Context: an optimization exercise on an open-source flow, tuned for small area, a short achievable clock period and few clock cycles. The choices shown serve that exercise and are no tape-out recipe. In this exercise RTL edits were held to simulation tests only and were not proved equivalent to the original. In every run shown here, the design's own scripts or RTL, not TritonCTS, make the clock network. No driver is modelled on the clock port, so clock power and skew are understated where the tree is cut down; a real chip needs a root buffer or a tree. Power figures rest on the tool's default switching activity, not on a simulated workload.

==> flow/flow/cts_tree.tcl <==
# Clock tree built here in place of TritonCTS, sourced by ORFS's cts.tcl as
# its PRE_CTS_TCL hook. It replaces the clock_tree_synthesis command with one
# that builds a two-level tree: the clock port drives four root buffers, one
# per quadrant of the sinks, and each root drives the leaf buffers of its
# quadrant; each leaf buffer drives a compact group of about two dozen
# flip-flops. Every flip-flop sits behind the same two buffer levels, so the
# tree is balanced by construction. cts.tcl then legalizes the new buffers and
# runs its usual timing repair.

proc my_tree_build { args } {
  set block [ord::get_db_block]
  set db [ord::get_db]
  set buf_master [$db findMaster sky130_fd_sc_hd__clkbuf_16]
  set clk_net [$block findNet rd_clk]

  # Sinks: every instance pin on the clock net
  set sinks {}
  foreach it [$clk_net getITerms] {
    set inst [$it getInst]
    set box [$inst getBBox]
    set x [expr { ([$box xMin] + [$box xMax]) / 2 }]
    set y [expr { ([$box yMin] + [$box yMax]) / 2 }]
    lappend sinks [list $x $y $it]
  }
  set n [llength $sinks]
  set ncol 8
  set nrow 6
  puts "my_tree: $n sinks, $ncol x $nrow leaf groups"

  # Columns of equal size by x, then rows of equal size by y in each column
  set sinks [lsort -integer -index 0 $sinks]
  set leaves {}
  for { set c 0 } { $c < $ncol } { incr c } {
    set lo [expr { $c * $n / $ncol }]
    set hi [expr { ($c + 1) * $n / $ncol - 1 }]
    set col [lsort -integer -index 1 [lrange $sinks $lo $hi]]
    set m [llength $col]
    for { set r 0 } { $r < $nrow } { incr r } {
      set rlo [expr { $r * $m / $nrow }]
      set rhi [expr { ($r + 1) * $m / $nrow - 1 }]
      lappend leaves [list $c $r [lrange $col $rlo $rhi]]
    }
  }

  # Root nets, one per quadrant
  set roots {}
  for { set q 0 } { $q < 4 } { incr q } {
    set rnet [odb::dbNet_create $block "my_clk_root_$q"]
    $rnet setSigType CLOCK
    set rinst [odb::dbInst_create $block $buf_master "my_clk_rootbuf_$q"]
    [$rinst findITerm A] connect $clk_net
    [$rinst findITerm X] connect $rnet
    lappend roots [list $rinst $rnet]
    set rsum($q) {0 0 0}
  }

  set k 0
  foreach leaf $leaves {
    lassign $leaf c r group
    set q [expr { ($c >= $ncol / 2 ? 1 : 0) + ($r >= $nrow / 2 ? 2 : 0) }]
    set lnet [odb::dbNet_create $block "my_clk_leaf_$k"]
    $lnet setSigType CLOCK
    set linst [odb::dbInst_create $block $buf_master "my_clk_leafbuf_$k"]
    set sx 0
    set sy 0
    foreach s $group {
      lassign $s x y it
      $it disconnect
      $it connect $lnet
      incr sx $x
      incr sy $y
    }
    set g [llength $group]
    set lx [expr { $sx / $g }]
    set ly [expr { $sy / $g }]
    $linst setLocation $lx $ly
    $linst setPlacementStatus PLACED
    [$linst findITerm A] connect [lindex [lindex $roots $q] 1]
    [$linst findITerm X] connect $lnet
    lassign $rsum($q) ax ay an
    set rsum($q) [list [expr { $ax + $lx }] [expr { $ay + $ly }] [expr { $an + 1 }]]
    incr k
  }
  for { set q 0 } { $q < 4 } { incr q } {
    lassign $rsum($q) ax ay an
    set rinst [lindex [lindex $roots $q] 0]
    $rinst setLocation [expr { $ax / $an }] [expr { $ay / $an }]
    $rinst setPlacementStatus PLACED
  }
  global_connect
  puts "my_tree: [llength $leaves] leaf buffers, 4 root buffers"
}

rename clock_tree_synthesis my_orig_clock_tree_synthesis
proc clock_tree_synthesis { args } {
  my_tree_build
}
==> flow/flow/run.sh <==
#!/bin/bash
# The standard layout with two changes: the port buffers are buf_2 cells
# rather than the delay buffer that buffer_ports picks by default (every port
# still gets its own buffer), and the clock tree is built by cts_tree.tcl, a
# balanced two-level tree, in place of TritonCTS's three-level one. The make
# output goes to standard_flow.log here; ORFS keeps each step's log under
# orfs/logs.
set -euo pipefail
here=$(pwd)
bash standard.sh BUFFER_PORTS_ARGS="-buffer_cell sky130_fd_sc_hd__buf_2" \
  PRE_CTS_TCL="$here/flow/cts_tree.tcl" finish > standard_flow.log 2>&1
==> flow/standard.sh <==
#!/bin/bash
# synth_recipe.tcl (not shown) runs the flow's synth.tcl, then flattens the netlist and writes it again
# the make line also repeats each setting of config.mk as NAME=value (left out here)
make -C /OpenROAD-flow-scripts/flow DESIGN_CONFIG=/design/flow/config.mk WORK_HOME=/design/flow/orfs CLKGATE_MAP_FILE= SYNTH_SCRIPT=/design/flow/synth_recipe.tcl "${@:-finish}"
==> flow/design.v <==
package pkt_loopback_pkg;
    typedef struct packed {
        logic                sop;
        logic                eop;
        logic [3-1:0] empty;
        logic [64-1:0]  data;
    } beat_t;
    typedef logic [$clog2(16 + 1)-1:0] beat_idx_t;
    typedef enum logic [1:0] {
        st_idle,
        st_load,
        st_send,
        st_done
    } tx_state_e;
endpackage
`timescale 1ns/1ns
module pkt_loopback_top (
    input  logic  rd_clk,
    input  logic  rd_rst_n,
    input  logic  link_up,
    input  logic  rx_valid,
    input  pkt_loopback_pkg::beat_t rx_beat,
    output logic  tx_valid,
    output pkt_loopback_pkg::beat_t tx_beat,
    input  logic  tx_ready
);
    localparam int N  = 16;          
    localparam int W  = 64 + 3 + 1;   
    localparam int P  = 4;           
    localparam int PW = 64 / P;
    logic [W-1:0] slot [N];
    logic [P-1:1] carry;             
    logic [N-1:0] v;                 
    logic [N-1:0] move;              
    logic         pop;
    logic         tv;                
    logic         next_sop;          
    logic         out_sop;
    assign pop = tv && tx_ready;
    logic [N-1:1] room;              
    logic [N:0]   none;              
    logic [N:0]   one;               
    logic [N-1:0] none_below_top;    
    logic [N-1:0] v_stay;            
    logic [N-1:0] v_shift;           
    logic [N-1:0] v_nxt;
    logic [N-1:1] room_nxt;
    always_comb begin
        none[N] = 1'b1;
        one[N]  = 1'b1;
        for (int i = N - 1; i >= 0; i--) begin
            none[i] = none[i+1] && v[i];
            one[i]  = v[i] ? one[i+1] : none[i+1];
        end
        none_below_top[N-1] = 1'b1;
        for (int i = N - 2; i >= 0; i--) begin
            none_below_top[i] = none_below_top[i+1] && v[i];
        end
        move[0] = rx_valid;
        for (int i = 1; i < N; i++) begin
            move[i] = room[i] || (v[i-1] && pop);
        end
        v_stay[0]  = rx_valid || (v[0] && none[1]);
        v_shift[0] = rx_valid;
        for (int i = 1; i < N; i++) begin
            v_stay[i]  = room[i] || (v[i] && none[i+1]);
            v_shift[i] = v[i-1];
        end
        v_nxt = pop ? v_shift : v_stay;
        room_nxt[1] = rx_valid && (pop ? !none_below_top[0] : !one[0]);
        for (int i = 2; i < N; i++) begin
            room_nxt[i] = v[i-2] && (pop ? !none_below_top[i-1] : !one[i-1]);
        end
    end
    logic [W-1:0] step [P];
    logic [P-1:0] cout;
    always_comb begin
        for (int i = 0; i < P; i++) begin
            logic         cin;
            logic [PW-1:0] part;
            cin     = (i == 0) ? 1'b1 : carry[i == 0 ? 1 : i];
            part    = slot[i][i*PW +: PW];
            step[i] = slot[i];
            step[i][i*PW +: PW] = part + PW'(cin);
            cout[i] = cin && (&part);
        end
    end
    always_ff @(posedge rd_clk) begin
        if (move[0]) begin
            slot[0] <= {rx_beat.eop,
                        rx_beat.empty & {3{rx_beat.eop}},
                        rx_beat.data};
        end
        for (int i = 1; i <= P; i++) begin
            if (move[i]) begin
                slot[i] <= step[i-1];
            end
        end
        for (int i = 1; i < P; i++) begin
            if (move[i]) begin
                carry[i] <= cout[i-1];
            end
        end
        for (int i = P + 1; i < N - 1; i++) begin
            if (move[i]) begin
                slot[i] <= slot[i-1];
            end
        end
    end
    logic keep_top;
    assign keep_top = v[N-1] && !pop;
    always_ff @(posedge rd_clk) begin
        slot[N-1] <= (slot[N-2] & {W{move[N-1]}}) | (slot[N-1] & {W{keep_top}});
        out_sop   <= (next_sop & move[N-1]) | (out_sop & keep_top);
    end
    always_ff @(posedge rd_clk or negedge rd_rst_n) begin
        if (!rd_rst_n) begin
            v        <= '0;
            room     <= '0;
            tv       <= 1'b0;
            next_sop <= 1'b1;
        end else begin
            v        <= v_nxt;
            room     <= room_nxt;
            if (move[N-1]) begin
                next_sop <= slot[N-2][W-1];
            end
            tv       <= v_nxt[N-1] && link_up;
        end
    end
    always_ff @(posedge rd_clk) begin
        tx_valid <= v_nxt[N-1] && link_up;
    end
    assign tx_beat = {out_sop, slot[N-1]};
endmodule
==> flow/config.mk <==
export PLATFORM = sky130hd
export DESIGN_NAME = pkt_loopback_top
export DESIGN_NICKNAME = pkt_loopback_top
export VERILOG_FILES = /design/flow/design.v
export SDC_FILE = /design/flow/constraint.sdc
export NUM_CORES = 4
export LEC_CHECK = 0
export CAP_MARGIN = 20
export CORE_MARGIN = 2
export CORE_UTILIZATION = 70
export SETUP_SLACK_MARGIN = 3.05
export SLEW_MARGIN = 20
==> flow/constraint.sdc <==
create_clock -name core_clock -period 5.0 [get_ports {rd_clk}]
set_input_delay 1.0000 -clock core_clock [delete_from_list [all_inputs] [get_ports {rd_clk}]]
set_output_delay 1.0000 -clock core_clock [all_outputs]
set_load 0.01 [all_outputs]
==> results of run 1 <==
## layout make-up
class / count / area share, %
sequential: 1126 / 79.6
multi-input combinational: 519 / 11.3
timing repair buffer: 213 / 3.94
buffer: 52 / 3.14
tap: 672 / 2.03
inverter: 6 / 0.0543
## through the flow
stage	instances	hold WS (ps)	power (mW)	cell area (um^2)
finish	2588	402	24.6	41500
global route	2588	412	25.7	41500
CTS	2568	405	23.7	41300
detailed placement	2341	405	18.6	37300
global placement	2341	404	18.3	37300
floorplan	1555	400	17.6	36000
## worst reg2reg max path, delay by kind of cell (launching register included)
family	cells	cell delay [ps]
and+or+nand+nor	2	740
DFF	1	500
AOI/OAI and AO/OA	3	530
## repair_timing
action | 4_1_cts | 5_1_grt
buffers inserted | 44 | 20
gates cloned | 131 | 0
setup endpoints to repair | 1117 | 14
resized for setup | 175 | 18
pin swaps | 8 | 2
## worst min-delay path by stage
stage                        endpoint  slack (ps)  cells after the start
2_1_floorplan   slot[10][0]$_DFFE_PP_         400                      0
3_3_place_gp   slot[14][64]$_DFFE_PP_         400                      0
3_5_place_dp   slot[10][15]$_DFFE_PP_         400                      0
4_1_cts        slot[10][15]$_DFFE_PP_         400                      0
5_1_grt        slot[10][26]$_DFFE_PP_         410                      0
6_report       slot[10][26]$_DFFE_PP_         400                      0
## routing by layer
layer | up-vias | share of wire, % | global-route usage (%)
met5 | - | 0.020 | 0
met4 | 2 | 5.2 | 8.59
met3 | 116 | 5.1 | 3.19
met2 | 418 | 54 | 40.0
met1 | 6978 | 35 | 25.6
li1 | 6937 | - | -
## cell families (layout without fill, tap and decap cells)
| family | Yosys count | after routing | share of synthesized area (%) |
|---|---|---|---|
| DFF | 1126 | 1126 | 92.2 |
| and+or+nand+nor | 187 | 298 | 2.70 |
| AOI/OAI and AO/OA | 135 | 152 | 2.82 |
| xor gates and xnor gates | 59 | 59 | 1.45 |
| buffers and inverters | 38 | 271 | 0.480 |
| adders and majority gates | 9 | 9 | 0.301 |
| muxes | 1 | 1 | 0.0315 |
## synth_stat cells, drive strengths merged, types with 2 or more instances
master	count	share of area, %
xnor2	40	0.98
nand3b	2	0.042
inv	6	0.063
and4	5	0.13
nand4	12	0.23
dfxtp	70	3.9
a21oi	19	0.28
nand3	30	0.42
ha	7	0.25
nand2b	15	0.26
and2	6	0.11
o211a	2	0.056
xor2	19	0.47
maj3	2	0.056
o211ai	6	0.13
nand2	65	0.70
dfrtp	32	2.2
a31oi	3	0.053
a21o	2	0.042
clkbuf	19	0.20
a22o	69	1.7
nor4	4	0.13
nor3	5	0.084
and3	11	0.19
nor2	26	0.27
o21ai	23	0.32
buf	13	0.22
nand4b	2	0.049
edfxtp	1023	86
o31ai	2	0.042
## state kept, by name, summed over array words and instances, names as in the netlist
register,count
tx_valid,1
v,16
tv,1
room,15
next_sop,1
slot,1088
out_sop,1
carry,3
## where the power goes
part           switching [mW]  internal, mW
clock                    2.44          1.85
combinational            2.50          1.67
sequential               1.38          14.8
==> impl_metrics.json, run 1 <==
{
  "routed_via_density": 5.58,
  "hold_viol_final": 0,
  "crit_slowest_cell": "dfxtp_1",
  "cp-end-kind": "output pin",
  "finalCritPeriodShare_pct": 38.2,
  "fillers": 2241,
  "dr.pass1.iters": 5,
  "seqCellArea_um2": 33000,
  "p_leak_nw": 14.8,
  "clk_latency_ps": 430,
  "worst_r2r_endpoint": "room[2]$_DFF_PN0_",
  "core_region_area_um2": 50300,
  "synth_async_sr_flop_share_pct": 2.93,
  "report.final.slew_viol_count": 0,
  "synthFlopType": "edfxtp_1",
  "place.gp.congestion": 0.748,
  "hpwl_um": 21800,
  "ys_types": 54,
  "critical_path_class": "flop to output pin",
  "worst_slack_ps": 3090,
  "syn_to_final_growth_pct": 16.1,
  "fp-row-count": 82,
  "grt_pass1_wl_um": 85300,
  "crit_chain": "buf_2",
  "synthCells": 1555,
  "cp.depth": 1,
  "fin_skew_ps": 25.8,
  "wirelength_um": 55800,
  "antenna_found_initial": 4,
  "critPathLaunch": "slot[15][6]$_DFF_P_",
  "fin_setup_tns_ps": 0,
  "die_width_um": 230,
  "dieArea_um2": 52900,
  "cts_hold_buffers": 0,
  "outcome": "complete, no violations",
  "synth_edf_count": 1023,
  "synth_nets": 1636,
  "period_needed_ps": 1910,
  "multi_input_area_um2": 4680,
  "grt_pass1_vias": 14400,
  "hold_start": "slot[9][26]$_DFFE_PP_",
  "ios": 144,
  "hp-class": "flop to flop",
  "rsz0062_at_grt": "true",
  "syn_area_um2": 35700,
  "powerDensity_nw_per_um2": 594,
  "track_usage_pct": 21.6,
  "final_cell_mix": "edfxtp_1, buf_2, nand2b_4",
  "path_delay_family": "flip-flops",
  "grt_overflow_total": 0,
  "crit_path_start_kind": "flop",
  "start_util_pct": 71.1,
  "postSynthAreaPerCell_um2": 23.0,
  "max_cap_viol_count": 0,
  "ys_ff_latch": 1126,
  "die_y_um": 230,
  "io_buffers": 142,
  "slew_headroom_pct": 45.5,
  "regToRegSetupSlack_ps": 3100,
  "cp_data_arrival_time_ps": 910,
  "path_buf_inv": 1,
  "maxClockFrequency_ghz": 0.523,
  "crit_required_ps": 4000,
  "clk_pin_slew_ps": 110,
  "wl_per_cell_um": 21.6,
  "cpPeakStageDelay_ps": 360,
  "antenna_cells": 0,
  "yosysWarnings": 3,
  "final_common_cell": "edfxtp_1",
  "drc": 0,
  "grt_max_degree": 44,
  "cp-endpoint": "tx_beat[6]",
  "timing.rr.start": "v[13]$_DFF_PN0_",
  "post-route-util_pct": 82.5,
  "rr_worst_depth": 5,
  "drt_iter0_markers": 896,
  "ys_seq_area_share_pct": 92.2,
  "final_nets": 1999,
  "tightest_slew_ps": 817,
  "finalSetupViolations": 0,
  "dp_slack_ps": 1810,
  "path_max_fanout": 2,
  "ir_drop_v": 0.000349,
  "vias": 14500,
  "drive_above_1_share_pct": 24.2,
  "drtAntennaViolNets": 0
}
Testbench counts, summed over its fixed seeds: cycles 4,916.
==> run 2, diff against run 1 <==
--- a/flow/config.mk
+++ b/flow/config.mk
@@ -7,6 +7,6 @@
 export LEC_CHECK = 0
 export CAP_MARGIN = 20
 export CORE_MARGIN = 2
-export CORE_UTILIZATION = 70
+export CORE_UTILIZATION = 55
 export SETUP_SLACK_MARGIN = 3.05
 export SLEW_MARGIN = 20
==> impl_metrics.json, run 2 <==
{
  "fp-row-count": 93,
  "grt_overflow_total": 0,
  "ys_types": 54,
  "finalSetupViolations": 0,
  "clk_latency_ps": 420,
  "io_buffers": 142,
  "core_region_area_um2": 64300,
  "synth_area_leader_cell": "edfxtp_1",
  "rsz0062_at_grt": "true",
  "place.gp.congestion": 0.689,
  "grt_max_degree": 39,
  "die_y_um": 259,
  "wirelength_um": 50200,
  "reg_top3": "slot (1088), v (16), room (15)",
  "maxClockFrequency_ghz": 0.507,
  "max_cap_viol_count": 0,
  "routed_via_density": 4.92,
  "yosysWarnings": 3,
  "hold_viol_final": 0,
  "top_register": "slot",
  "cp-end-kind": "flop",
  "ir_drop_v": 0.000311,
  "period_needed_ps": 1970,
  "synthFlopType": "edfxtp_1",
  "postSynthAreaPerCell_um2": 23.0,
  "yosys.cell_count.top_type": "edfxtp_1",
  "slew_headroom_pct": 46.0,
  "critical_path_class": "flop to flop",
  "synthCells": 1555,
  "powerDensity_nw_per_um2": 585,
  "grt_pass1_vias": 13700,
  "fin_skew_ps": 14.1,
  "ys_seq_area_share_pct": 92.2,
  "fin_hold_ws_ps": 418,
  "path_max_fanout": 12,
  "final_cell_mix": "edfxtp_1, buf_2, nand2b_4",
  "yosys-mux-area-fraction_pct": 0.0315,
  "synth_nets": 1636,
  "synth_edf_count": 1023,
  "dr.pass1.iters": 5,
  "syn_to_final_growth_pct": 16.5,
  "report.final.slew_viol_count": 0,
  "synth_fa_ha_area_share_pct": 0.301,
  "cts_hold_buffers": 0,
  "post_synth_and_or_nand_nor_area_fraction_pct": 2.70,
  "ios": 144,
  "start_util_pct": 55.5,
  "clk_pin_slew_ps": 90,
  "vias": 13500,
  "antenna_found_initial": 0,
  "synth_async_sr_flop_share_pct": 2.93,
  "synth_top_family_by_area": "compound AO/OA/AOI/OAI gates",
  "ys_top_cells_by_area": "edfxtp_1, dfxtp_1, dfrtp_1, a22o_1, xnor2_1",
  "die_width_um": 259,
  "drive_above_1_share_pct": 24.5,
  "finalCritPeriodShare_pct": 39.4,
  "drt_iter0_markers": 627,
  "crit_path_start_kind": "flop",
  "p_total_mw": 24.3,
  "drc": 0,
  "final_common_cell": "edfxtp_1",
  "synth_xor_area_share_pct": 1.45,
  "fin_setup_tns_ps": 0,
  "crit_required_ps": 5290,
  "hpwl_um": 22700,
  "drtAntennaViolNets": 0,
  "tightest_slew_ps": 810,
  "p_leak_nw": 14.7,
  "wl_per_cell_um": 18.2,
  "final_nets": 1980,
  "synth_common_cells": "edfxtp_1, dfxtp_1, a22o_1, nand2_1, xnor2_1",
  "ys_ff_latch": 1126,
  "syn_area_um2": 35700,
  "synth_top_area_share_pct": 86.0,
  "fillers": 4257,
  "dieArea_um2": 67000,
  "hp-class": "flop to flop",
  "grt_pass1_wl_um": 78900,
  "cp_data_arrival_time_ps": 2260,
  "final_cell_count_no_fill": 2752,
  "largest_register_ffs": 1088,
  "outcome": "complete, no violations",
  "synth-compound-area-share_pct": 2.82,
  "antenna_cells": 0,
  "placed_cells": 2525,
  "track_usage_pct": 15.3
}
run 2: cell families after synthesis:
| kind of cell | Yosys count |
|---|---|
| DFF | 1126 |
| and+or+nand+nor | 187 |
| AOI/OAI and AO/OA | 135 |
| xor gates and xnor gates | 59 |
| buffers and inverters | 38 |
| adders and majority gates | 9 |
| muxes | 1 |
run 2: stage by stage:
step	area (um^2)	util, %	setup slack [ps]
floorplan	36000	-	2730
global placement	37600	58.4	2120
detailed placement	37600	58.4	2080
CTS	41500	64.4	2760
global route	41600	64.7	2990
finish	41600	64.7	3030
run 2: power by group:
group	switching (mW)	internal, mW	total [mW]	leakage [nW]
clock	2.39	1.85	4.24	0.641
combinational	2.38	1.70	4.08	3.23
sequential	1.24	14.8	16.0	10.8
total	6.01	18.3	24.3	14.7
run 2: worst paths after layout:
check                                     startpoint                    to  slack (ps)  cells past startpoint
worst min register to register  slot[5][5]$_DFFE_PP_  slot[6][5]$_DFFE_PP_         420                      0
min in group asynchronous                   rd_rst_n        v[6]$_DFF_PN0_         660                      1
worst max-delay path                  v[7]$_DFF_PN0_     room[1]$_DFF_PN0_        3030                      4
max in group asynchronous                   rd_rst_n       v[13]$_DFF_PN0_        3740                      1
worst max register to register        v[7]$_DFF_PN0_     room[1]$_DFF_PN0_        3030                      4
worst min-delay path            slot[5][5]$_DFFE_PP_  slot[6][5]$_DFFE_PP_         420                      0
run 2: area by class of cell:
type / instances / area [um^2] / share of cell area [%]
Timing Repair Buffer: 214 / 1800 / 4.32
Buffer: 52 / 1300 / 3.13
Tap cell: 855 / 1070 / 2.57
Inverter: 6 / 22.5 / 0.0541
Multi-Input combinational cell: 499 / 4420 / 10.6
Sequential cell: 1126 / 33000 / 79.3
run 2: what timing repair did:
action / in CTS / in global routing
pin swaps: 11 / 3
cloned: 118 / 0
gates resized for setup: 184 / 32
endpoints found under the hold margin: 0 / 0
setup buffers: 44 / 13
endpoints found under the setup margin: 1088 / 402
run 2: worst max-delay path, cell delays in order (launching register included):
cell and delay (ps):
dfrtp_4 600, nand2_4 190, or4_4 580, o211ai_1 320, a221oi_1 150
run 2: layer usage:
| metal | share of wire [%] | global-route usage (%) | wire length (um) |
|---|---|---|---|
| met1 | 38 | 18.1 | 18900 |
| met5 | 0 | 0 | 0 |
| met2 | 56 | 29.5 | 27900 |
| met3 | 3.6 | 1.56 | 1790 |
| met4 | 3.1 | 4.32 | 1550 |
==> run 3, diff against run 2 <==
--- a/flow/flow/run.sh
+++ b/flow/flow/run.sh
@@ -4,8 +4,8 @@
 # still gets its own buffer), and the clock tree is built by cts_tree.tcl, a
 # balanced two-level tree, in place of TritonCTS's three-level one. The make
 # output goes to standard_flow.log here; ORFS keeps each step's log under
-# orfs/logs.
+# orfs/logs. Timing repair may also resize cells across footprints.
 set -euo pipefail
 here=$(pwd)
 bash standard.sh BUFFER_PORTS_ARGS="-buffer_cell sky130_fd_sc_hd__buf_2" \
-  PRE_CTS_TCL="$here/flow/cts_tree.tcl" finish > standard_flow.log 2>&1
+  PRE_CTS_TCL="$here/flow/cts_tree.tcl" MATCH_CELL_FOOTPRINT=0 finish > standard_flow.log 2>&1
--- a/flow/config.mk
+++ b/flow/config.mk
@@ -7,6 +7,6 @@
 export LEC_CHECK = 0
 export CAP_MARGIN = 20
 export CORE_MARGIN = 2
-export CORE_UTILIZATION = 55
-export SETUP_SLACK_MARGIN = 3.05
+export CORE_UTILIZATION = 65
+export SETUP_SLACK_MARGIN = 3.1
 export SLEW_MARGIN = 20
==> impl_metrics.json, run 3 <==
{
  "routed_via_density": 5.22,
  "synth_async_sr_flop_share_pct": 2.93,
  "path_max_fanout": 2,
  "postSynthAreaPerCell_um2": 23.0,
  "yosysWarnings": 3,
  "fillers": 2704,
  "synthCells": 1555,
  "grt_pass1_vias": 13200,
  "ys_top_cells_by_area": "edfxtp_1, dfxtp_1, dfrtp_1, a22o_1, xnor2_1",
  "cp.depth": 1,
  "track_usage_pct": 17.5,
  "hp-class": "flop to flop",
  "crit_required_ps": 4000,
  "hold_viol_final": 0,
  "fin_skew_ps": 17.4,
  "grt_overflow_total": 0,
  "synth_nets": 1636,
  "cts_hold_buffers": 0,
  "grt_max_degree": 35,
  "io_buffers": 142,
  "syn_area_um2": 35700,
  "synth_common_cells": "edfxtp_1, dfxtp_1, a22o_1, nand2_1, xnor2_1",
  "top_register": "slot",
  "crit_slowest_cell": "dfxtp_2",
  "synth_edf_count": 1023,
  "ys_seq_area_share_pct": 92.2,
  "antenna_cells": 0,
  "post-route-util_pct": 78.1,
  "rsz0062_at_grt": "true",
  "path_delay_family": "flip-flops",
  "die_y_um": 238,
  "wl_per_cell_um": 18.8,
  "power_switching_mw": 6.09,
  "final_cell_count_no_fill": 2635,
  "max_cap_viol_count": 0,
  "drc": 0,
  "cp_data_arrival_time_ps": 900,
  "rr_worst_depth": 6,
  "final_common_cell": "edfxtp_1",
  "yosys.cell_count.top_type": "edfxtp_1",
  "powerDensity_nw_per_um2": 586,
  "comb_power_share_pct": 18.4,
  "cp-end-kind": "output pin",
  "crit_chain": "buf_6",
  "final_nets": 2022,
  "clk_pin_slew_ps": 90,
  "vias": 13800,
  "core_region_area_um2": 54100,
  "finalCritPeriodShare_pct": 38.0,
  "ys_ff_latch": 1126,
  "maxClockFrequency_ghz": 0.527,
  "synth_top_area_share_pct": 86.0,
  "dieArea_um2": 56900,
  "dr.pass1.iters": 5,
  "fp-row-count": 85,
  "drive_above_1_share_pct": 28.7,
  "crit_path_start_kind": "flop",
  "synth_area_leader_cell": "edfxtp_1",
  "finalSetupViolations": 0,
  "path_buf_inv": 1,
  "outcome": "complete, no violations",
  "netSwitchingFraction_pct": 24.6,
  "clkPwrFrac_pct": 16.9,
  "reg_top3": "slot (1088), v (16), room (15)",
  "p_leak_nw": 15.1,
  "internal_power_mw": 18.7,
  "cpPeakStageDelay_ps": 370,
  "clk_latency_ps": 420,
  "ios": 144,
  "place.gp.congestion": 0.729,
  "slew_headroom_pct": 45.7,
  "hpwl_um": 20200,
  "tightest_slew_ps": 815,
  "wirelength_um": 49400,
  "final_cell_mix": "edfxtp_1, nand2b_4, buf_2",
  "drtAntennaViolNets": 0,
  "min_path_cells": 0,
  "p_seq_share_pct": 64.7,
  "placed_cells": 2364,
  "fin_setup_tns_ps": 0,
  "start_util_pct": 66.0,
  "period_needed_ps": 1900,
  "syn_to_final_growth_pct": 18.3,
  "die_width_um": 238,
  "ys_types": 54,
  "synthFlopType": "edfxtp_1",
  "critical_path_class": "flop to output pin",
  "ir_drop_v": 0.000354,
  "fin_hold_ws_ps": 406,
  "antenna_found_initial": 0,
  "report.final.slew_viol_count": 0,
  "largest_register_ffs": 1088,
  "drt_iter0_markers": 646,
  "grt_pass1_wl_um": 75000
}
[run 3: path summary, 6_finish.rpt]
kind | start | endpoint | slack [ps]
max in group asynchronous | rd_rst_n | v[14]$_DFF_PN0_ | 3730
worst min-delay path | slot[7][53]$_DFFE_PP_ | slot[8][53]$_DFFE_PP_ | 410
worst min register to register | slot[7][53]$_DFFE_PP_ | slot[8][53]$_DFFE_PP_ | 410
min in group asynchronous | rd_rst_n | tv$_DFF_PN0_ | 650
worst max register to register | v[11]$_DFF_PN0_ | room[1]$_DFF_PN0_ | 3140
worst max-delay path | slot[15][4]$_DFF_P_ | tx_beat[4] | 3100
[run 3: per-stage QoR]
step                      total power, mW  cell area (um^2)  setup slack [ps]
after floorplan                      17.6             35900              2740
after global placement               18.3             37300              2230
after detailed placement             18.5             37300              2160
after CTS                            23.7             41500              2730
after global routing                 25.9             42300              3030
final                                24.8             42300              3100
[run 3: logic make-up after synthesis]
group / Yosys count / synth area share [%]
AOI/OAI and AO/OA: 135 / 2.82
xor gates and xnor gates: 59 / 1.45
adders and majority gates: 9 / 0.301
buffers and inverters: 38 / 0.480
DFF: 1126 / 92.2
muxes: 1 / 0.0315
and+or+nand+nor: 187 / 2.70
[run 3: timing repair]
item	in CTS	in global routing
resized for setup	200	134
pin swaps	13	4
buffers inserted	45	35
endpoints found under the setup margin	1116	339
cloned	139	0
[run 3: cell type report]
cell class              instances  area (um^2)  area share (%)
inverters                       6         22.5          0.0533
flip-flops and latches       1126        33100            78.2
multi-input cells             518         4730            11.2
plain buffers                  52         1300            3.08
well taps                     696          871            2.06
repair buffers                237         2300            5.43
[run 3: power groups by stage]
stage | clock network, mW | logic (mW) | registers [mW]
3_5_place_dp | 0 | 2.42 | 16.0
5_1_grt | 4.60 | 4.87 | 16.4
4_1_cts | 3.46 | 4.03 | 16.3
2_1_floorplan | 0 | 1.84 | 15.7
3_3_place_gp | 0 | 2.35 | 16.0
6_report | 4.20 | 4.56 | 16.0
[run 3: routing by layer]
metal	GRT usage [%]	wire, um	vias up
met2	34.6	28400	292
met3	2.15	1890	72
met5	0	0	-
met1	20.2	17900	6454
met4	3.86	1290	0
li1	-	-	6941
==> run 4, diff against run 3 <==
==> flow/flow/run.sh (replaced) <==
#!/bin/bash
# The standard layout with two changes: the port buffers are buf_2 cells
# rather than the delay buffer that buffer_ports picks by default (every port
# still gets its own buffer), and the clock tree is built by cts_tree.tcl, a
# balanced two-level tree, in place of TritonCTS's three-level one. The make
# output goes to standard_flow.log here; ORFS keeps each step's log under
# orfs/logs. Timing repair fixes fanout with buffers rather than by cloning
# gates.
set -euo pipefail
here=$(pwd)
bash standard.sh BUFFER_PORTS_ARGS="-buffer_cell sky130_fd_sc_hd__buf_2" \
  PRE_CTS_TCL="$here/flow/cts_tree.tcl" SKIP_GATE_CLONING=1 finish > standard_flow.log 2>&1
--- a/flow/config.mk
+++ b/flow/config.mk
@@ -8,5 +8,5 @@
 export CAP_MARGIN = 20
 export CORE_MARGIN = 2
 export CORE_UTILIZATION = 65
-export SETUP_SLACK_MARGIN = 3.1
+export SETUP_SLACK_MARGIN = 3.05
 export SLEW_MARGIN = 20
==> impl_metrics.json, run 4 <==
{
  "grt_max_degree": 43,
  "period_needed_ps": 1920,
  "slew_headroom_pct": 46.7,
  "hpwl_um": 20800,
  "outcome": "complete, no violations",
  "clk_pin_slew_ps": 90,
  "final_nets": 1876,
  "drc": 0,
  "yosysWarnings": 3,
  "die_y_um": 238,
  "ys_top_cells_by_area": "edfxtp_1, dfxtp_1, dfrtp_1, a22o_1, xnor2_1",
  "dieArea_um2": 56900,
  "crit_required_ps": 5280,
  "drt_iter0_markers": 637,
  "crit_path_start_kind": "flop",
  "synth_area_leader_cell": "edfxtp_1",
  "grt_pass1_wl_um": 63000,
  "finalCritPeriodShare_pct": 38.4,
  "syn_to_final_growth_pct": 12.1,
  "synthCells": 1555,
  "final_common_cell": "edfxtp_1",
  "hold_viol_final": 0,
  "yosys-mux-area-fraction_pct": 0.0315,
  "synth_top_area_share_pct": 86.0,
  "fp-row-count": 85,
  "synth_fa_ha_area_share_pct": 0.301,
  "antenna_found_initial": 0,
  "ios": 144,
  "top_register": "slot",
  "synthFlopType": "edfxtp_1",
  "synth_nets": 1636,
  "post_synth_and_or_nand_nor_area_fraction_pct": 2.70,
  "antenna_cells": 0,
  "synth-compound-area-share_pct": 2.82,
  "synth_async_sr_flop_share_pct": 2.93,
  "ys_seq_area_share_pct": 92.2,
  "tightest_slew_ps": 800,
  "cp_data_arrival_time_ps": 2200,
  "finalSetupViolations": 0,
  "grt_pass1_vias": 12000,
  "p_leak_nw": 13.9,
  "ys_types": 54,
  "powerDensity_nw_per_um2": 587,
  "synth_xor_area_share_pct": 1.45,
  "clk_latency_ps": 420,
  "yosys.cell_count.top_type": "edfxtp_1",
  "fin_setup_tns_ps": 0,
  "core_region_area_um2": 54100,
  "fin_skew_ps": 15.8,
  "maxClockFrequency_ghz": 0.521,
  "cts_hold_buffers": 0,
  "fin_hold_ws_ps": 416,
  "synth_top_family_by_area": "compound AO/OA/AOI/OAI gates",
  "cp-end-kind": "flop",
  "drive_above_1_share_pct": 18.6,
  "drtAntennaViolNets": 0,
  "postSynthAreaPerCell_um2": 23.0,
  "placed_area_um2": 37400,
  "critical_path_class": "flop to flop",
  "syn_area_um2": 35700,
  "report.final.slew_viol_count": 0,
  "routed_via_density": 5.04,
  "ys_ff_latch": 1126,
  "track_usage_pct": 14.1,
  "largest_register_ffs": 1088,
  "ir_drop_v": 0.000406,
  "final_cell_mix": "edfxtp_1, buf_2, a22o_1",
  "wl_per_cell_um": 15.6,
  "place.gp.congestion": 0.727,
  "start_util_pct": 66.0,
  "die_width_um": 238,
  "dr.pass1.iters": 5,
  "fin_area_um2": 40000,
  "reg_top3": "slot (1088), v (16), room (15)",
  "grt_overflow_total": 0,
  "vias": 12500,
  "io_buffers": 142,
  "hp-class": "flop to flop",
  "wirelength_um": 38900,
  "rsz0062_at_grt": "true",
  "synth_common_cells": "edfxtp_1, dfxtp_1, a22o_1, nand2_1, xnor2_1",
  "path_max_fanout": 9,
  "max_cap_viol_count": 0,
  "synth_edf_count": 1023
}
-- run 4: cell counts after synthesis --
No cell type changed its count.
-- run 4: power by group --
group / total (mW) / switching [mW] / internal [mW]
Clock: 4.16 / 2.31 / 1.85
Combinational: 3.57 / 2.12 / 1.45
Sequential: 15.8 / 1.02 / 14.8
-- run 4: path summary, 6_finish.rpt --
path / slack (ps) / end / cells past startpoint / start
worst max-delay path: 3080 / room[1]$_DFF_PN0_ / 5 / v[12]$_DFF_PN0_
worst min-delay path: 420 / slot[14][35]$_DFFE_PP_ / 0 / slot[13][35]$_DFFE_PP_
worst max register to register: 3080 / room[1]$_DFF_PN0_ / 5 / v[12]$_DFF_PN0_
worst min register to register: 420 / slot[14][35]$_DFFE_PP_ / 0 / slot[13][35]$_DFFE_PP_
max in group asynchronous: 3780 / v[14]$_DFF_PN0_ / 1 / rd_rst_n
min in group asynchronous: 660 / room[3]$_DFF_PN0_ / 1 / rd_rst_n
-- run 4: metal layers --
layer	up-vias	GRT usage, %	routed length, um	part of all wire, %
met3	54	2.09	1960	5.0
met2	255	25.8	20400	52
met1	5733	18.5	15800	41
met5	-	0	0	0
li1	6499	-	-	-
met4	0	2.33	744	1.9
-- run 4: cell families (layout without fill, tap and decap cells) --
group | Yosys count | after routing
compound gates | 135 | 135
xor+xnor | 59 | 59
simple gates | 187 | 187
mux | 1 | 1
flops | 1126 | 1126
fa+ha+maj | 9 | 9
buf+inv | 38 | 276
-- run 4: cell type report --
cell class	instances	area [um^2]
buffer	52	1300
tap	696	871
timing repair buffer	218	2000
fill	3021	14100
inverter	6	22.5
multi-input combinational	391	2870
sequential	1126	33000
-- run 4: critical path, cell delays in order (launching register included) --
cell and delay [ps]:
dfrtp_2 510, and4_4 310, a21oi_2 70, or4_4 450, o211ai_1 290, a221oi_1 160
-- run 4: timing repair --
action / 4_1_cts / 5_1_grt
resized for setup: 54 / 18
pin swaps: 7 / 2
setup buffers: 67 / 5
endpoints found under the setup margin: 1115 / 20
-- run 4: per-stage QoR --
step	utilization (%)	power (mW)	setup slack, ps	instances
after floorplan	-	17.6	2730	1555
after global placement	69.0	18.3	1890	2365
after detailed placement	69.0	18.5	1840	2365
after CTS	73.8	23.1	2840	2484
after global routing	74.0	24.7	3020	2489
final	74.0	23.5	3080	2489
==> run 5, diff against run 4 <==
--- a/flow/flow/run.sh
+++ b/flow/flow/run.sh
@@ -5,8 +5,8 @@
 # balanced two-level tree, in place of TritonCTS's three-level one. The make
 # output goes to standard_flow.log here; ORFS keeps each step's log under
 # orfs/logs. Timing repair fixes fanout with buffers rather than by cloning
-# gates.
+# gates, and may resize cells across footprints.
 set -euo pipefail
 here=$(pwd)
 bash standard.sh BUFFER_PORTS_ARGS="-buffer_cell sky130_fd_sc_hd__buf_2" \
-  PRE_CTS_TCL="$here/flow/cts_tree.tcl" SKIP_GATE_CLONING=1 finish > standard_flow.log 2>&1
+  PRE_CTS_TCL="$here/flow/cts_tree.tcl" SKIP_GATE_CLONING=1 MATCH_CELL_FOOTPRINT=0 finish > standard_flow.log 2>&1
==> impl_metrics.json, run 5 <==
{
  "outcome": "complete, no violations",
  "critical_path_class": "flop to output pin",
  "grt_pass1_wl_um": 65300,
  "finalSetupViolations": 0,
  "crit_chain": "buf_2",
  "core_region_area_um2": 54100,
  "fp-row-count": 85,
  "crit_required_ps": 4000,
  "cpPeakStageDelay_ps": 350,
  "yosys.cell_count.top_type": "edfxtp_1",
  "final_cell_mix": "edfxtp_1, buf_2, a22o_1",
  "synth_edf_count": 1023,
  "cts_hold_buffers": 0,
  "synthCells": 1555,
  "finalCritPeriodShare_pct": 38.3,
  "yosysWarnings": 3,
  "powerDensity_nw_per_um2": 593,
  "path_buf_inv": 1,
  "rsz0062_at_grt": "true",
  "ys_seq_area_share_pct": 92.2,
  "placed_cells": 2364,
  "postSynthAreaPerCell_um2": 23.0,
  "final_cell_count_no_fill": 2515,
  "wl_per_cell_um": 16.4,
  "start_util_pct": 66.0,
  "grt.met1_usage_pct": 18.9,
  "die_y_um": 238,
  "dieArea_um2": 56900,
  "synth_top_area_share_pct": 86.0,
  "reg_top3": "slot (1088), v (16), room (15)",
  "clk_latency_ps": 430,
  "drc": 0,
  "fin_skew_ps": 22.1,
  "synthFlopType": "edfxtp_1",
  "hold_viol_final": 0,
  "period_needed_ps": 1920,
  "drive_above_1_share_pct": 20.0,
  "path_max_fanout": 2,
  "path_delay_family": "flip-flops",
  "synth_area_leader_cell": "edfxtp_1",
  "place.gp.congestion": 0.756,
  "wirelength_um": 41300,
  "grt_pass1_vias": 12200,
  "busiest_layer": "met2",
  "final_nets": 1902,
  "p_leak_nw": 14.1,
  "maxClockFrequency_ghz": 0.522,
  "use_met2_pct": 26.8,
  "grtUsageMet3_pct": 2.56,
  "cp_data_arrival_time_ps": 920,
  "grt_overflow_total": 0,
  "track_usage_pct": 14.8,
  "ir_drop_v": 0.000393,
  "crit_path_start_kind": "flop",
  "clk_pin_slew_ps": 90,
  "hpwl_um": 20300,
  "post-route-util_pct": 74.6,
  "io_buffers": 142,
  "slew_headroom_pct": 46.7,
  "grt_max_degree": 39,
  "hp-class": "flop to flop",
  "fin_setup_tns_ps": 0,
  "cp-end-kind": "output pin",
  "synth_async_sr_flop_share_pct": 2.93,
  "ys_ff_latch": 1126,
  "largest_register_ffs": 1088,
  "final_common_cell": "edfxtp_1",
  "die_width_um": 238,
  "top_register": "slot",
  "tightest_slew_ps": 800,
  "ios": 144,
  "fin_hold_ws_ps": 414,
  "synth_nets": 1636,
  "vias": 12700,
  "antenna_cells": 0,
  "report.final.slew_viol_count": 0,
  "crit_slowest_cell": "dfxtp_1",
  "syn_area_um2": 35700,
  "drtAntennaViolNets": 0,
  "ys_types": 54,
  "routed_via_density": 5.07,
  "antenna_found_initial": 0,
  "max_cap_viol_count": 0,
  "syn_to_final_growth_pct": 13.0,
  "dr.pass1.iters": 5,
  "synth_common_cells": "edfxtp_1, dfxtp_1, a22o_1, nand2_1, xnor2_1",
  "drt_iter0_markers": 525,
  "ys_top_cells_by_area": "edfxtp_1, dfxtp_1, dfrtp_1, a22o_1, xnor2_1"
}
==> run 5: cell count changes in the layout (fill, tap and decap cells not counted), sizes merged <==
cell | previous run | this run
buf | 217 | 243
==> run 5: stage by stage <==
| step | instance area (um^2) | worst slack (ps) | power (mW) |
|---|---|---|---|
| floorplan | 35900 | 2740 | 17.6 |
| finish | 40400 | 3080 | 23.9 |
| global placement | 37300 | 2250 | 18.3 |
| detailed placement | 37300 | 2180 | 18.5 |
| global route | 40400 | 3020 | 25.0 |
| CTS | 40300 | 2740 | 23.5 |
==> run 5: kinds of logic (layout without fill, tap and decap cells) <==
kind of cell             after synthesis  count (layout)  share of synthesized area, %
AO/OA/AOI/OAI                        135             135                          2.82
XOR/XNOR                              59              59                          1.45
flip-flops                          1126            1126                          92.2
AND/OR/NAND/NOR                      187             187                          2.70
multiplexers                           1               1                        0.0315
buffers and inverters                 38             302                         0.480
adder cells (fa/ha/maj)                9               9                         0.301
==> run 5: final timing paths <==
| kind | startpoint | endpoint | slack [ps] | cells past startpoint |
|---|---|---|---|---|
| worst min-delay path | slot[5][50]$_DFFE_PP_ | slot[6][50]$_DFFE_PP_ | 410 | 0 |
| min in group asynchronous | rd_rst_n | v[3]$_DFF_PN0_ | 650 | 1 |
| max in group asynchronous | rd_rst_n | v[14]$_DFF_PN0_ | 3770 | 1 |
| worst max-delay path | slot[15][3]$_DFF_P_ | tx_beat[3] | 3080 | 1 |
| worst min register to register | slot[5][50]$_DFFE_PP_ | slot[6][50]$_DFFE_PP_ | 410 | 0 |
| worst max register to register | v[14]$_DFF_PN0_ | room[1]$_DFF_PN0_ | 3090 | 7 |
==> run 5: final cells by class <==
class,instances,area (um^2)
well taps,696,871
inverters,6,22.5
flip-flops and latches,1126,33000
repair buffers,244,2360
plain buffers,52,1300
fillers,2913,13700
multi-input cells,391,2860
==> run 5: metal layers <==
layer  vias up  routed length [um]  share of wire, %
met4         0                1160               2.8
met5         -                   0                 0
met1      5832               16300                39
met2       305               21500                52
met3        66                2370               5.7
li1       6541                   -                 -
==> run 5: report_power, final <==
group          leakage, nW  internal (mW)  total, mW  switching, mW
Sequential            10.8           14.8       15.8           1.02
Clock                0.641           1.85       4.18           2.33
Combinational         2.60           1.68       3.98           2.31
Total                 14.1           18.3       23.9           5.66
==> run 5: timing repair <==
action,in CTS,in global routing
gates cloned,0,0
pin swaps,14,3
setup buffers,94,5
gates resized for setup,81,17
setup endpoints to repair,1114,10
endpoints found under the hold margin,0,0
==> run 6, diff against run 5 <==
==> flow/flow/run.sh (replaced) <==
#!/bin/bash
# The standard layout with two changes: the port buffers are buf_2 cells
# rather than the delay buffer that buffer_ports picks by default (every port
# still gets its own buffer), and the clock tree is built by cts_tree.tcl, a
# balanced two-level tree, in place of TritonCTS's three-level one. The make
# output goes to standard_flow.log here; ORFS keeps each step's log under
# orfs/logs.
set -euo pipefail
here=$(pwd)
bash standard.sh BUFFER_PORTS_ARGS="-buffer_cell sky130_fd_sc_hd__buf_2" \
  PRE_CTS_TCL="$here/flow/cts_tree.tcl" finish > standard_flow.log 2>&1
--- a/flow/flow/cts_tree.tcl
+++ b/flow/flow/cts_tree.tcl
@@ -11,6 +11,7 @@
   set block [ord::get_db_block]
   set db [ord::get_db]
   set buf_master [$db findMaster sky130_fd_sc_hd__clkbuf_16]
+  set leaf_master [$db findMaster sky130_fd_sc_hd__clkbuf_8]
   set clk_net [$block findNet rd_clk]
 
   # Sinks: every instance pin on the clock net
@@ -24,7 +25,7 @@
   }
   set n [llength $sinks]
   set ncol 8
-  set nrow 6
+  set nrow 8
   puts "my_tree: $n sinks, $ncol x $nrow leaf groups"
 
   # Columns of equal size by x, then rows of equal size by y in each column
@@ -60,7 +61,7 @@
     set q [expr { ($c >= $ncol / 2 ? 1 : 0) + ($r >= $nrow / 2 ? 2 : 0) }]
     set lnet [odb::dbNet_create $block "my_clk_leaf_$k"]
     $lnet setSigType CLOCK
-    set linst [odb::dbInst_create $block $buf_master "my_clk_leafbuf_$k"]
+    set linst [odb::dbInst_create $block $leaf_master "my_clk_leafbuf_$k"]
     set sx 0
     set sy 0
     foreach s $group {
==> impl_metrics.json, run 6 <==
{
  "maxClockFrequency_ghz": 0.525,
  "yosys.cell_count.top_type": "edfxtp_1",
  "wirelength_um": 46000,
  "drive_above_1_share_pct": 23.0,
  "placed_cells": 2365,
  "ys_ff_latch": 1126,
  "routed_via_density": 5.20,
  "die_y_um": 238,
  "regToRegSetupSlack_ps": 3110,
  "hp-class": "flop to flop",
  "busiest_layer": "met2",
  "p_leak_nw": 14.4,
  "period_needed_ps": 1900,
  "report.final.slew_viol_count": 0,
  "synthCells": 1555,
  "crit_slowest_cell": "dfxtp_1",
  "syn_area_um2": 35700,
  "drtAntennaViolNets": 0,
  "cts_hold_buffers": 0,
  "dieArea_um2": 56900,
  "crit_required_ps": 4000,
  "drt_iter0_markers": 729,
  "largest_register_ffs": 1088,
  "path_delay_family": "flip-flops",
  "fp-row-count": 85,
  "fin_setup_tns_ps": 0,
  "drc": 0,
  "synth_nets": 1636,
  "ios": 144,
  "final_nets": 1972,
  "final_cell_count_no_fill": 2585,
  "synth_async_sr_flop_share_pct": 2.93,
  "grt_pass1_wl_um": 72400,
  "critical_path_class": "flop to output pin",
  "synth_area_leader_cell": "edfxtp_1",
  "cp-end-kind": "output pin",
  "track_usage_pct": 16.8,
  "outcome": "complete, no violations",
  "path_buf_inv": 1,
  "fin_hold_ws_ps": 414,
  "hold_viol_final": 0,
  "grt_overflow_total": 0,
  "die_width_um": 238,
  "powerDensity_nw_per_um2": 573,
  "ys_seq_area_share_pct": 92.2,
  "grt_max_degree": 43,
  "grtUsageMet3_pct": 2.20,
  "core_region_area_um2": 54100,
  "reg_top3": "slot (1088), v (16), room (15)",
  "grt.met1_usage_pct": 19.7,
  "synth_common_cells": "edfxtp_1, dfxtp_1, a22o_1, nand2_1, xnor2_1",
  "postSynthAreaPerCell_um2": 23.0,
  "crit_chain": "buf_2",
  "finalSetupViolations": 0,
  "synth_top_area_share_pct": 86.0,
  "yosysWarnings": 3,
  "antenna_found_initial": 0,
  "syn_to_final_growth_pct": 13.6,
  "hpwl_um": 20800,
  "wl_per_cell_um": 17.8,
  "post-route-util_pct": 75.0,
  "ir_drop_v": 0.000319,
  "vias": 13500,
  "tightest_slew_ps": 768,
  "fin_skew_ps": 22.2,
  "cpPeakStageDelay_ps": 370,
  "synth_edf_count": 1023,
  "cp_data_arrival_time_ps": 900,
  "ys_top_cells_by_area": "edfxtp_1, dfxtp_1, dfrtp_1, a22o_1, xnor2_1",
  "final_common_cell": "edfxtp_1",
  "crit_path_start_kind": "flop",
  "io_buffers": 142,
  "final_cell_mix": "edfxtp_1, buf_2, nand2b_4",
  "place.gp.congestion": 0.727,
  "start_util_pct": 66.0,
  "dr.pass1.iters": 7,
  "p_total_mw": 23.3,
  "slew_headroom_pct": 48.8,
  "ys_types": 54,
  "grt_pass1_vias": 13100,
  "clk_latency_ps": 410,
  "clk_pin_slew_ps": 100,
  "synthFlopType": "edfxtp_1",
  "use_met2_pct": 32.8,
  "max_cap_viol_count": 0,
  "antenna_cells": 0,
  "path_max_fanout": 2,
  "finalCritPeriodShare_pct": 38.1,
  "top_register": "slot",
  "rsz0062_at_grt": "false"
}
[run 6: logic make-up after synthesis]
logic type | Yosys count | synth area share [%]
compound gates | 135 | 2.82
xor+xnor | 59 | 1.45
fa+ha+maj | 9 | 0.301
buf+inv | 38 | 0.480
flops | 1126 | 92.2
mux | 1 | 0.0315
simple gates | 187 | 2.70
[run 6: path summary, 6_finish.rpt]
kind / startpoint / to / depth (start not counted)
min: slot[1][44]$_DFFE_PP_ / slot[2][44]$_DFFE_PP_ / 0
max: slot[15][28]$_DFF_P_ / tx_beat[28] / 1
max in group asynchronous: rd_rst_n / v[13]$_DFF_PN0_ / 1
max reg2reg: v[14]$_DFF_PN0_ / room[1]$_DFF_PN0_ / 5
min reg2reg: slot[1][44]$_DFFE_PP_ / slot[2][44]$_DFFE_PP_ / 0
min in group asynchronous: rd_rst_n / room[5]$_DFF_PN0_ / 1
[run 6: area by class of cell]
| cell class | instances | area, um^2 |
|---|---|---|
| Sequential cell | 1126 | 33000 |
| Fill cell | 2957 | 13500 |
| Multi-Input combinational cell | 501 | 4410 |
| Timing Repair Buffer | 188 | 1340 |
| Buffer | 68 | 981 |
| Tap cell | 696 | 871 |
| Inverter | 6 | 22.5 |
[run 6: what timing repair did]
action	in CTS	in global routing
resized for setup	142	24
buffers inserted	31	8
pin swaps	4	3
cloned	113	0
endpoints found under the setup margin	1115	19
[run 6: power by group]
| part | total [mW] | internal, mW | switching, mW | leakage [nW] |
|---|---|---|---|---|
| Clock | 3.58 | 1.30 | 2.28 | 0.509 |
| Sequential | 15.9 | 14.8 | 1.18 | 10.8 |
| Combinational | 3.74 | 1.48 | 2.27 | 3.04 |
| Total | 23.3 | 17.5 | 5.72 | 14.4 |
[run 6: per-layer routing]
metal	vias to the layer above	wire, um
met5	-	0
met4	0	1230
met3	73	1950
met2	300	25900
met1	6250	17000
li1	6830	-
[run 6: metrics by stage]
step           instance area [um^2]  setup WS (ps)
2_1_floorplan                 36000           2730
4_1_cts                       40500           2800
3_5_place_dp                  37400           1840
6_report                      40600           3100
5_1_grt                       40600           3040
3_3_place_gp                  37400           1890
==> run 7, diff against run 6 <==
--- a/flow/flow/run.sh
+++ b/flow/flow/run.sh
@@ -4,8 +4,9 @@
 # still gets its own buffer), and the clock tree is built by cts_tree.tcl, a
 # balanced two-level tree, in place of TritonCTS's three-level one. The make
 # output goes to standard_flow.log here; ORFS keeps each step's log under
-# orfs/logs.
+# orfs/logs. Timing repair fixes fanout with buffers rather than by cloning
+# gates.
 set -euo pipefail
 here=$(pwd)
 bash standard.sh BUFFER_PORTS_ARGS="-buffer_cell sky130_fd_sc_hd__buf_2" \
-  PRE_CTS_TCL="$here/flow/cts_tree.tcl" finish > standard_flow.log 2>&1
+  PRE_CTS_TCL="$here/flow/cts_tree.tcl" SKIP_GATE_CLONING=1 finish > standard_flow.log 2>&1
--- a/flow/flow/cts_tree.tcl
+++ b/flow/flow/cts_tree.tcl
@@ -2,7 +2,7 @@
 # its PRE_CTS_TCL hook. It replaces the clock_tree_synthesis command with one
 # that builds a two-level tree: the clock port drives four root buffers, one
 # per quadrant of the sinks, and each root drives the leaf buffers of its
-# quadrant; each leaf buffer drives a compact group of about two dozen
+# quadrant; each leaf buffer, a clkbuf_8, drives a compact group of about 18
 # flip-flops. Every flip-flop sits behind the same two buffer levels, so the
 # tree is balanced by construction. cts.tcl then legalizes the new buffers and
 # runs its usual timing repair.
==> impl_metrics.json, run 7 <==
{
  "outcome": "complete, no violations",
  "finalCritPeriodShare_pct": 38.9,
  "clkPwrFrac_pct": 15.5,
  "final_common_cell": "edfxtp_1",
  "synthCells": 1555,
  "synth_area_leader_cell": "edfxtp_1",
  "fin_area_um2": 39800,
  "syn_area_um2": 35700,
  "final_cell_count_no_fill": 2514,
  "die_width_um": 238,
  "crit_chain": "nand4_1, nor3_2, a22oi_2, o21a_1, o211a_1",
  "largest_register_ffs": 1088,
  "cp_data_arrival_time_ps": 2250,
  "synth_common_cells": "edfxtp_1, dfxtp_1, a22o_1, nand2_1, xnor2_1",
  "routed_via_density": 5.02,
  "drive_above_1_share_pct": 19.9,
  "track_usage_pct": 14.2,
  "hold_viol_final": 0,
  "crit_required_ps": 5300,
  "postSynthAreaPerCell_um2": 23.0,
  "yosysWarnings": 3,
  "top_register": "slot",
  "cp-end-kind": "flop",
  "ys_seq_area_share_pct": 92.2,
  "comb_power_share_pct": 15.9,
  "final_cell_mix": "edfxtp_1, buf_2, a22o_1",
  "synth_async_sr_flop_share_pct": 2.93,
  "grt_max_degree": 43,
  "die_y_um": 238,
  "synth_edf_count": 1023,
  "ys_top_cells_by_area": "edfxtp_1, dfxtp_1, dfrtp_1, a22o_1, xnor2_1",
  "core_region_area_um2": 54100,
  "wl_per_cell_um": 15.7,
  "fin_setup_tns_ps": 0,
  "critical_path_class": "flop to flop",
  "p_seq_share_pct": 68.6,
  "power_switching_mw": 5.42,
  "internal_power_mw": 17.5,
  "grt_pass1_wl_um": 63300,
  "worst_slack_ps": 3050,
  "io_buffers": 142,
  "place.gp.congestion": 0.727,
  "path_max_fanout": 10,
  "period_needed_ps": 1950,
  "wirelength_um": 39500,
  "antenna_found_initial": 0,
  "hp-class": "flop to flop",
  "slew_headroom_pct": 47.1,
  "drtAntennaViolNets": 0,
  "start_util_pct": 66.0,
  "final_nets": 1901,
  "grt_overflow_total": 0,
  "maxClockFrequency_ghz": 0.514,
  "yosys.cell_count.top_type": "edfxtp_1",
  "dr.pass1.iters": 7,
  "drt_iter0_markers": 663,
  "reg_top3": "slot (1088), v (16), room (15)",
  "ios": 144,
  "netSwitchingFraction_pct": 23.6,
  "antenna_cells": 0,
  "grt_pass1_vias": 12100,
  "cpPeakStageDelay_ps": 520,
  "vias": 12600,
  "syn_to_final_growth_pct": 11.4,
  "finalSetupViolations": 0,
  "placed_cells": 2365,
  "clk_latency_ps": 420,
  "drc": 0,
  "cts_hold_buffers": 0,
  "max_cap_viol_count": 0,
  "fin_skew_ps": 28.5,
  "ys_ff_latch": 1126,
  "synthFlopType": "edfxtp_1",
  "crit_slowest_cell": "dfrtp_2",
  "placed_area_um2": 37400,
  "tightest_slew_ps": 793,
  "ir_drop_v": 0.000360,
  "fp-row-count": 85,
  "p_leak_nw": 13.8,
  "powerDensity_nw_per_um2": 577,
  "dieArea_um2": 56900,
  "synth_nets": 1636,
  "hpwl_um": 20800,
  "dp_slack_ps": 1840,
  "crit_path_start_kind": "flop",
  "clk_pin_slew_ps": 110,
  "seqCellArea_um2": 33000,
  "synth_top_area_share_pct": 86.0,
  "multi_input_area_um2": 2890,
  "report.final.slew_viol_count": 0,
  "ys_types": 54,
  "fillers": 3041,
  "rsz0062_at_grt": "true"
}
==> run 7: cell types whose count changed in the layout (fill, tap and decap cells not counted), moves of 3 or more <==
cell	before	now
nand2b_2	12	0
buf_12	14	50
nand2b_4	99	13
dfrtp_2	9	12
a21o_4	7	2
nand2_2	1	4
nand2_8	9	1
dfrtp_4	4	0
buf_8	1	5
buf_6	7	4
==> run 7: cell families (layout without fill, tap and decap cells) <==
group / Yosys count / count (layout) / share of synthesized area (%)
AO/OA/AOI/OAI: 135 / 135 / 2.82
XOR/XNOR: 59 / 59 / 1.45
adder cells (fa/ha/maj): 9 / 9 / 0.301
buffers and inverters: 38 / 301 / 0.480
flip-flops: 1126 / 1126 / 92.2
multiplexers: 1 / 1 / 0.0315
AND/OR/NAND/NOR: 187 / 187 / 2.70
==> run 7: power groups by stage <==
stage                     Clock (mW)  Sequential (mW)  Combinational, mW
final                           3.55             15.8               3.66
after CTS                       2.83             16.0               3.63
after global routing            3.98             16.1               4.01
after global placement             0             16.0               2.36
after floorplan                    0             15.7               1.85
after detailed placement           0             16.1               2.43
==> run 7: worst paths after layout <==
path,from,end,slack (ps),cells past startpoint
setup / recovery,v[14]$_DFF_PN0_,room[4]$_DFF_PN0_,3050,5
hold / removal,slot[4][30]$_DFFE_PP_,slot[5][30]$_DFFE_PP_,420,0
setup reg to reg,v[14]$_DFF_PN0_,room[4]$_DFF_PN0_,3050,5
hold reg to reg,slot[4][30]$_DFFE_PP_,slot[5][30]$_DFFE_PP_,420,0
max in group asynchronous,rd_rst_n,v[9]$_DFF_PN0_,3780,1
min in group asynchronous,rd_rst_n,room[5]$_DFF_PN0_,650,1
==> run 7: layer usage <==
layer | routed length (um) | global-route usage (%) | vias to the layer above
met5 | 0 | 0 | -
li1 | - | - | 6549
met1 | 16100 | 18.7 | 5752
met4 | 958 | 3.28 | 0
met2 | 20400 | 25.7 | 260
met3 | 1940 | 1.93 | 71
==> run 7: repair_timing <==
action	CTS	global route
pin swaps	7	3
resized for setup	54	22
setup endpoints to repair	1115	21
setup buffers	67	14
==> run 7: critical path: cells and delay by family, from the launching register on <==
| kind | cells | cell delay, ps |
|---|---|---|
| AO/OA/AOI/OAI | 3 | 540 |
| flip-flops | 1 | 520 |
| AND/OR/NAND/NOR | 2 | 770 |
==> run 7: final cells by class <==
class	count	share of cell area, %
Tap cell	696	2.19
Buffer	68	2.46
Multi-Input combinational cell	391	7.26
Inverter	6	0.0566
Timing Repair Buffer	227	5.20
Sequential cell	1126	82.8
==> run 7: through the flow <==
step           hold slack [ps]  util [%]  power [mW]
2_1_floorplan              400         -        17.6
3_3_place_gp               403      69.0        18.3
3_5_place_dp               405      69.0        18.5
4_1_cts                    405      73.2        22.5
5_1_grt                    421      73.5        24.1
6_report                   415      73.5        23.0
==> run 8, diff against run 7 <==
--- a/flow/design.v
+++ b/flow/design.v
@@ -107,11 +107,13 @@
             end
         end
     end
-    logic keep_top;
-    assign keep_top = v[N-1] && !pop;
+    logic top_free;
+    assign top_free = pop || !v[N-1];
     always_ff @(posedge rd_clk) begin
-        slot[N-1] <= (slot[N-2] & {W{move[N-1]}}) | (slot[N-1] & {W{keep_top}});
-        out_sop   <= (next_sop & move[N-1]) | (out_sop & keep_top);
+        if (top_free) begin
+            slot[N-1] <= slot[N-2];
+            out_sop   <= next_sop;
+        end
     end
     always_ff @(posedge rd_clk or negedge rd_rst_n) begin
         if (!rd_rst_n) begin
==> flow/flow/run.sh (replaced) <==
#!/bin/bash
# The standard layout with two changes: the port buffers are buf_2 cells
# rather than the delay buffer that buffer_ports picks by default (every port
# still gets its own buffer), and the clock tree is built by cts_tree.tcl, a
# balanced two-level tree, in place of TritonCTS's three-level one. The make
# output goes to standard_flow.log here; ORFS keeps each step's log under
# orfs/logs.
set -euo pipefail
here=$(pwd)
bash standard.sh BUFFER_PORTS_ARGS="-buffer_cell sky130_fd_sc_hd__buf_2" \
  PRE_CTS_TCL="$here/flow/cts_tree.tcl" finish > standard_flow.log 2>&1
--- a/flow/flow/cts_tree.tcl
+++ b/flow/flow/cts_tree.tcl
@@ -2,7 +2,7 @@
 # its PRE_CTS_TCL hook. It replaces the clock_tree_synthesis command with one
 # that builds a two-level tree: the clock port drives four root buffers, one
 # per quadrant of the sinks, and each root drives the leaf buffers of its
-# quadrant; each leaf buffer, a clkbuf_8, drives a compact group of about 18
+# quadrant; each leaf buffer drives a compact group of about two dozen
 # flip-flops. Every flip-flop sits behind the same two buffer levels, so the
 # tree is balanced by construction. cts.tcl then legalizes the new buffers and
 # runs its usual timing repair.
@@ -11,7 +11,6 @@
   set block [ord::get_db_block]
   set db [ord::get_db]
   set buf_master [$db findMaster sky130_fd_sc_hd__clkbuf_16]
-  set leaf_master [$db findMaster sky130_fd_sc_hd__clkbuf_8]
   set clk_net [$block findNet rd_clk]
 
   # Sinks: every instance pin on the clock net
@@ -25,7 +24,7 @@
   }
   set n [llength $sinks]
   set ncol 8
-  set nrow 8
+  set nrow 6
   puts "my_tree: $n sinks, $ncol x $nrow leaf groups"
 
   # Columns of equal size by x, then rows of equal size by y in each column
@@ -61,7 +60,7 @@
     set q [expr { ($c >= $ncol / 2 ? 1 : 0) + ($r >= $nrow / 2 ? 2 : 0) }]
     set lnet [odb::dbNet_create $block "my_clk_leaf_$k"]
     $lnet setSigType CLOCK
-    set linst [odb::dbInst_create $block $leaf_master "my_clk_leafbuf_$k"]
+    set linst [odb::dbInst_create $block $buf_master "my_clk_leafbuf_$k"]
     set sx 0
     set sy 0
     foreach s $group {
==> impl_metrics.json, run 8 <==
{
  "path_max_fanout": 1,
  "powerDensity_nw_per_um2": 598,
  "crit_required_ps": 4000,
  "period_needed_ps": 1970,
  "critical_path_class": "flop to output pin",
  "antenna_found_initial": 0,
  "critPathLaunch": "slot[15][2]$_DFFE_PP_",
  "ys_ff_latch": 1126,
  "vias": 12800,
  "fin_setup_tns_ps": 0,
  "largest_register_ffs": 1088,
  "grt_max_degree": 71,
  "rr_worst_depth": 6,
  "path_buf_inv": 1,
  "final_cell_mix": "edfxtp_1, buf_2, nand2b_4",
  "path_delay_family": "flip-flops",
  "synthFlopType": "edfxtp_1",
  "antenna_cells": 0,
  "synth_async_sr_flop_share_pct": 2.93,
  "yosys.cell_count.top_type": "edfxtp_1",
  "synth_top_area_share_pct": 91.3,
  "syn_to_final_growth_pct": 15.0,
  "cp_data_arrival_time_ps": 970,
  "crit_path_start_kind": "flop",
  "rsz0062_at_grt": "true",
  "synth_edf_count": 1092,
  "fp-row-count": 86,
  "drive_above_1_share_pct": 24.2,
  "dieArea_um2": 57100,
  "slew_headroom_pct": 49.0,
  "report.final.slew_viol_count": 0,
  "track_usage_pct": 16.2,
  "tightest_slew_ps": 766,
  "io_buffers": 142,
  "final_common_cell": "edfxtp_1",
  "hold_start": "slot[3][45]$_DFFE_PP_",
  "hpwl_um": 20000,
  "synthCells": 1483,
  "start_util_pct": 65.4,
  "clk_pin_slew_ps": 80,
  "finalCritPeriodShare_pct": 39.4,
  "ys_seq_area_share_pct": 93.7,
  "synth_common_cells": "edfxtp_1, nand2_1, xnor2_1, dfrtp_1, nand3_1",
  "syn_area_um2": 35900,
  "yosysWarnings": 3,
  "drtAntennaViolNets": 0,
  "hp-class": "flop to flop",
  "cp-end-kind": "output pin",
  "postSynthAreaPerCell_um2": 24.2,
  "top_register": "slot",
  "core_region_area_um2": 54900,
  "hold_viol_final": 0,
  "final_nets": 1909,
  "die_width_um": 239,
  "cpPeakStageDelay_ps": 400,
  "outcome": "complete, no violations",
  "die_y_um": 239,
  "max_cap_viol_count": 0,
  "ios": 144,
  "cp.depth": 1,
  "wl_per_cell_um": 17.7,
  "min_path_cells": 0,
  "grt_pass1_wl_um": 69600,
  "dr.pass1.iters": 5,
  "ys_top_cells_by_area": "edfxtp_1, dfrtp_1, xnor2_1, nand2_1, xor2_1",
  "place.gp.congestion": 0.735,
  "p_leak_nw": 14.5,
  "ir_drop_v": 0.000399,
  "reg_top3": "slot (1088), v (16), room (15)",
  "grt_overflow_total": 0,
  "drt_iter0_markers": 519,
  "ys_types": 59,
  "maxClockFrequency_ghz": 0.508,
  "crit_slowest_cell": "edfxtp_1",
  "fin_area_um2": 41300,
  "clk_latency_ps": 420,
  "timing.rr.start": "v[6]$_DFF_PN0_",
  "synth_area_leader_cell": "edfxtp_1",
  "crit_chain": "buf_2",
  "synth_nets": 1564,
  "routed_via_density": 5.06,
  "drc": 0,
  "placed_area_um2": 37600,
  "fin_skew_ps": 19.5,
  "finalSetupViolations": 0,
  "cts_hold_buffers": 0,
  "wirelength_um": 44700,
  "grt_pass1_vias": 12500
}
run 8: stage by stage:
stage | hold WS (ps) | setup WS (ps) | total power, mW | instances | util [%]
after floorplan | 400 | 2180 | 18.3 | 1483 | -
after global placement | 401 | 2070 | 19.2 | 2313 | 68.6
after detailed placement | 405 | 2030 | 19.3 | 2313 | 68.6
after CTS | 405 | 2760 | 24.2 | 2512 | 74.9
after global routing | 424 | 2980 | 25.9 | 2530 | 75.2
final | 412 | 3030 | 24.7 | 2530 | 75.2
run 8: final timing paths:
path	end	slack (ps)
worst max-delay path	tx_beat[2]	3030
worst min-delay path	slot[4][45]$_DFFE_PP_	410
worst max register to register	room[1]$_DFF_PN0_	3100
worst min register to register	slot[4][45]$_DFFE_PP_	410
max in group asynchronous	v[13]$_DFF_PN0_	3780
min in group asynchronous	room[3]$_DFF_PN0_	640
run 8: power by group:
part,internal [mW],switching (mW)
Sequential,15.6,1.30
Combinational,1.35,2.27
Clock,1.85,2.32
run 8: layout make-up:
| cell class | instances | area [um^2] |
|---|---|---|
| inverter | 6 | 26.3 |
| tap | 704 | 881 |
| fill | 3117 | 13600 |
| buffer | 52 | 1300 |
| timing repair buffer | 191 | 1340 |
| multi-input combinational | 451 | 4070 |
| sequential | 1126 | 33700 |
run 8: layer usage:
layer  vias to the layer above  global-route usage [%]  wire length, um
li1                       6590                       -                -
met1                      5903                    19.6            16800
met2                       248                    30.9            24800
met3                        57                    2.02             1810
met4                         0                    4.17             1270
met5                         -                       0                0
run 8: timing repair:
action                                  4_1_cts  5_1_grt
cloned                                      118        0
setup buffers                                29       18
gates resized for setup                     154       18
endpoints found under the setup margin     1090       65
pin swaps                                    13        1
run 8: cells by family after synthesis:
logic type | Yosys count | share of synthesized area [%]
XOR/XNOR | 58 | 1.42
AND/OR/NAND/NOR | 196 | 2.91
flip-flops | 1126 | 93.7
AO/OA/AOI/OAI | 68 | 1.24
adder cells (fa/ha/maj) | 10 | 0.331
multiplexers | 1 | 0.0314
buffers and inverters | 24 | 0.362
Testbench counts of run 8, summed over its fixed seeds: cycles 4,916.

port drivers added, routing unchanged:
No port has a modelled driver above. Below, the same layouts with a new extraction and two added sets of constraints.
Step 1: set_driving_cell puts a clkbuf_16 on rd_clk and a buf_2 on each other input, an assumption about the parent block.
Step 2 times the ports against the registers' clock, not the clock port: input delays grow and output delays shrink by t, the midpoint of the rising clock arrivals with the driver on.
Slacks: no drivers / after step 1 / after step 2; pairs: no drivers / after step 1.
run	shift t [ns]	setup slack, ns
run 1	0.542	3.089 / 2.967 / 2.677
run 2	0.548	3.029 / 2.955 / 2.706
run 3	0.534	3.101 / 2.982 / 2.689
run 4	0.527	3.082 / 2.985 / 2.777
run 5	0.538	3.085 / 2.962 / 2.645
run 6	0.524	3.095 / 2.973 / 2.719
run 7	0.522	3.053 / 2.995 / 2.765
run 8	0.524	3.032 / 2.920 / 2.718
After both steps every run listed still meets setup and hold.
